Background: an optimization exercise with open tools, aiming at small area. Do not read the settings as production practice.
Only simulation tests tie the RTL to the original design; equivalence was not proved.
No driver is modelled on the clock port, so clocking that relies on it looks cheaper here than on a real chip.
Power is estimated from default activity; no workload was simulated.

== run P ==
==> module attn_input_loader, before the edit <==
module attn_input_loader #(
    parameter int unsigned TIMEOUT_CYCLES = 1024
) (
    input  logic         clk,
    input  logic         rst,
    input  logic [15:0]  in_data,
    input  logic         in_valid,
    input  logic         in_last,
    output logic         in_ready,
    output logic [511:0] key,
    output logic [511:0] query,
    output logic [511:0] value,
    output logic         en,
    input  logic         all_done,
    output logic         busy,
    output logic [6:0]   word_cnt,
    output logic         frame_done,
    output logic         frame_err,
    output logic         timeout
);
    function automatic logic [10:0] wd_step(input logic [10:0] s);
        wd_step = {s[9:0], ~(s[10] ^ s[8])};
    endfunction
    function automatic logic [10:0] wd_state(input int unsigned steps);
        logic [10:0] s;
        s = '0;
        for (int unsigned k = 0; k < steps; k++) s = wd_step(s);
        wd_state = s;
    endfunction
    localparam logic [10:0] WD_EXPIRE = wd_state(TIMEOUT_CYCLES - 1);
    logic [1535:0] frame;
    logic [10:0]   wd;
    logic [10:0]   wd_next;
    logic          last_idx, wd_expire, wd_fb, done_seen;
    assign in_ready = ~busy;
    assign {value, query, key} = frame;
    assign last_idx  = (word_cnt == 7'd95);
    assign wd_expire = (wd == WD_EXPIRE);
    assign wd_next   = wd_step(wd);
    assign wd_fb     = wd_next[0];
    always_ff @(posedge clk) begin
        if (in_valid && !en)
            frame <= {in_data, frame[1535:16]};
    end
    always_ff @(posedge clk) begin
        wd <= {wd[9:0], en & wd_fb};
    end
    always_ff @(posedge clk) done_seen <= all_done;
    assign frame_done = busy && !en && done_seen;
    assign timeout    = busy && !en && !done_seen;
    always_ff @(posedge clk) begin
        if (rst) begin
            en        <= 1'b0;
            busy      <= 1'b0;
            word_cnt  <= '0;
            frame_err <= 1'b0;
        end else begin
            frame_err <= !busy && in_valid && (in_last != last_idx);
            if (!busy) begin
                if (in_valid) begin
                    en       <= in_last && last_idx;
                    busy     <= in_last && last_idx;
                    word_cnt <= (in_last || last_idx) ? 7'd0 : word_cnt + 7'd1;
                end
            end else if (en) begin
                if (all_done || wd_expire) en <= 1'b0;
            end else begin
                busy <= 1'b0;
            end
        end
    end
endmodule
Settings: LEC_CHECK=0, CAP_MARGIN=20, CORE_AREA=5 5 305 305, DIE_AREA=0 0 310 310, SLEW_MARGIN=20; clock period 5.0 ns.
standard.sh (not shown) runs the stock make flow with config.mk's settings and CLKGATE_MAP_FILE= SYNTH_SCRIPT=/design/flow/synth_recipe.tcl, a recipe that flattens the netlist after the stock synthesis.
==> flow/flow/run.sh <==
#!/bin/bash
# The standard layout, with these changes:
#  - each port gets a buf_1 (the smallest buffer) instead of buffer_ports' default cell;
#  - the IO placer may put pins on every routing track, which a small die needs for the
#    1570 ports;
#  - clock tree synthesis drives sink clusters of up to 20 flip-flops with clkbuf_8, the
#    levels above with clkbuf_16, and adds no dummy loads;
#  - repair steps buffer with buf_4 and smaller (flow/limit_bufs.tcl).
set -euo pipefail
L="$PWD/flow/limit_bufs.tcl"
CTS="-sink_clustering_enable -repair_clock_nets -dont_use_dummy_load"
CTS+=" -buf_list {sky130_fd_sc_hd__clkbuf_8 sky130_fd_sc_hd__clkbuf_16}"
CTS+=" -root_buf sky130_fd_sc_hd__clkbuf_16 -sink_clustering_buffer sky130_fd_sc_hd__clkbuf_8"
CTS+=" -sink_clustering_size 20 -sink_clustering_max_diameter 60"
bash standard.sh \
  "BUFFER_PORTS_ARGS=-buffer_cell sky130_fd_sc_hd__buf_1" \
  "PLACE_PINS_ARGS=-min_distance 1 -min_distance_in_tracks" \
  "CTS_ARGS=$CTS" \
  "PRE_GLOBAL_PLACE_TCL=$L" "PRE_RESIZE_TCL=$L" "PRE_CTS_TCL=$L" "PRE_GLOBAL_ROUTE_TCL=$L" \
  finish > make_finish.log 2>&1
==> flow/flow/limit_bufs.tcl <==
# Keeps the placement, resizing, CTS and global-route repairs from buffering with cells larger
# than buf_4: the enable net of the 1536 data flip-flops then gets a tree of small buffers.
set_dont_use {sky130_fd_sc_hd__buf_6 sky130_fd_sc_hd__buf_8 sky130_fd_sc_hd__buf_12 sky130_fd_sc_hd__buf_16 sky130_fd_sc_hd__bufinv_8 sky130_fd_sc_hd__bufinv_16 sky130_fd_sc_hd__bufbuf_8 sky130_fd_sc_hd__bufbuf_16}
Changes in run Z relative to run P:
--- a/flow/design.v
+++ b/flow/design.v
@@ -31,7 +31,7 @@
     logic [1535:0] frame;
     logic [10:0]   wd;
     logic [10:0]   wd_next;
-    logic          last_idx, wd_expire, wd_fb, done_seen;
+    logic          last_idx, wd_expire, wd_fb, flag;
     assign in_ready = ~busy;
     assign {value, query, key} = frame;
     assign last_idx  = (word_cnt == 7'd95);
@@ -45,17 +45,17 @@
     always_ff @(posedge clk) begin
         wd <= {wd[9:0], en & wd_fb};
     end
-    always_ff @(posedge clk) done_seen <= all_done;
-    assign frame_done = busy && !en && done_seen;
-    assign timeout    = busy && !en && !done_seen;
+    assign frame_err  = flag && !busy;
+    assign frame_done = flag && busy && !en;
+    assign timeout    = !flag && busy && !en;
     always_ff @(posedge clk) begin
         if (rst) begin
             en        <= 1'b0;
             busy      <= 1'b0;
             word_cnt  <= '0;
-            frame_err <= 1'b0;
+            flag      <= 1'b0;
         end else begin
-            frame_err <= !busy && in_valid && (in_last != last_idx);
+            flag      <= en ? all_done : (!busy && in_valid && (in_last != last_idx));
             if (!busy) begin
                 if (in_valid) begin
                     en       <= in_last && last_idx;
--- outcome ---
- Diff run P..run Z | number of buffers and inverters on the critical path | unchanged
- As far as die boundary width goes, run Z and run P are indistinguishable; the numbers are identical.
- Run Z ended with every stage complete and zero timing, DRC or antenna violations.
- Run Z vs run P: first-pass GRT wire length up in run Z
- Going from run P to run Z, the number of non-filler instances in the completed layout was found to have gone up by 24.
- Delta (run Z minus run P): first-pass iteration count of the detailed router decreased by 1 relative to the old numbers; global-route usage over all layers rose by 0.29 points; power now sits at about the same level; number of placed instances, taps included rose 27.
- Taking run P as the reference, in run Z non-clock buffer count rose 1.4%; cell-internal power about even; clock sink total about even.

==> re-timing with driven ports <==
Ports are ideal in the flow. The routed layouts listed here were re-timed in OpenROAD. Step 1 (the two cells are an assumption about what drives the block):
set clk [get_ports {clk}]
set_driving_cell -lib_cell sky130_fd_sc_hd__clkbuf_16 $clk
set_driving_cell -lib_cell sky130_fd_sc_hd__buf_2 [delete_from_list [all_inputs] $clk]
Step 2 times the ports against the registers' clock, not the clock port: input delays grow and output delays shrink by t, the midpoint of the rising clock arrivals with the driver on. Three values: no drivers, after step 1, after step 2; two values: the first two.
run	t (ns)	setup slack, ns	worst setup path after step 2	latest minus earliest clock arrival (ns)	pins driven straight from the clock port
run P	0.681	2.279 / 2.218 / 1.537	input to register	0.065 / 0.065	1
run Z	0.687	2.202 / 2.153 / 1.493	input to register	0.083 / 0.084	1
After both steps setup and hold are still met in every run listed. The setup slack of run P, which loses most, moves by -0.061 ns with the drivers and by -0.742 ns with both steps.
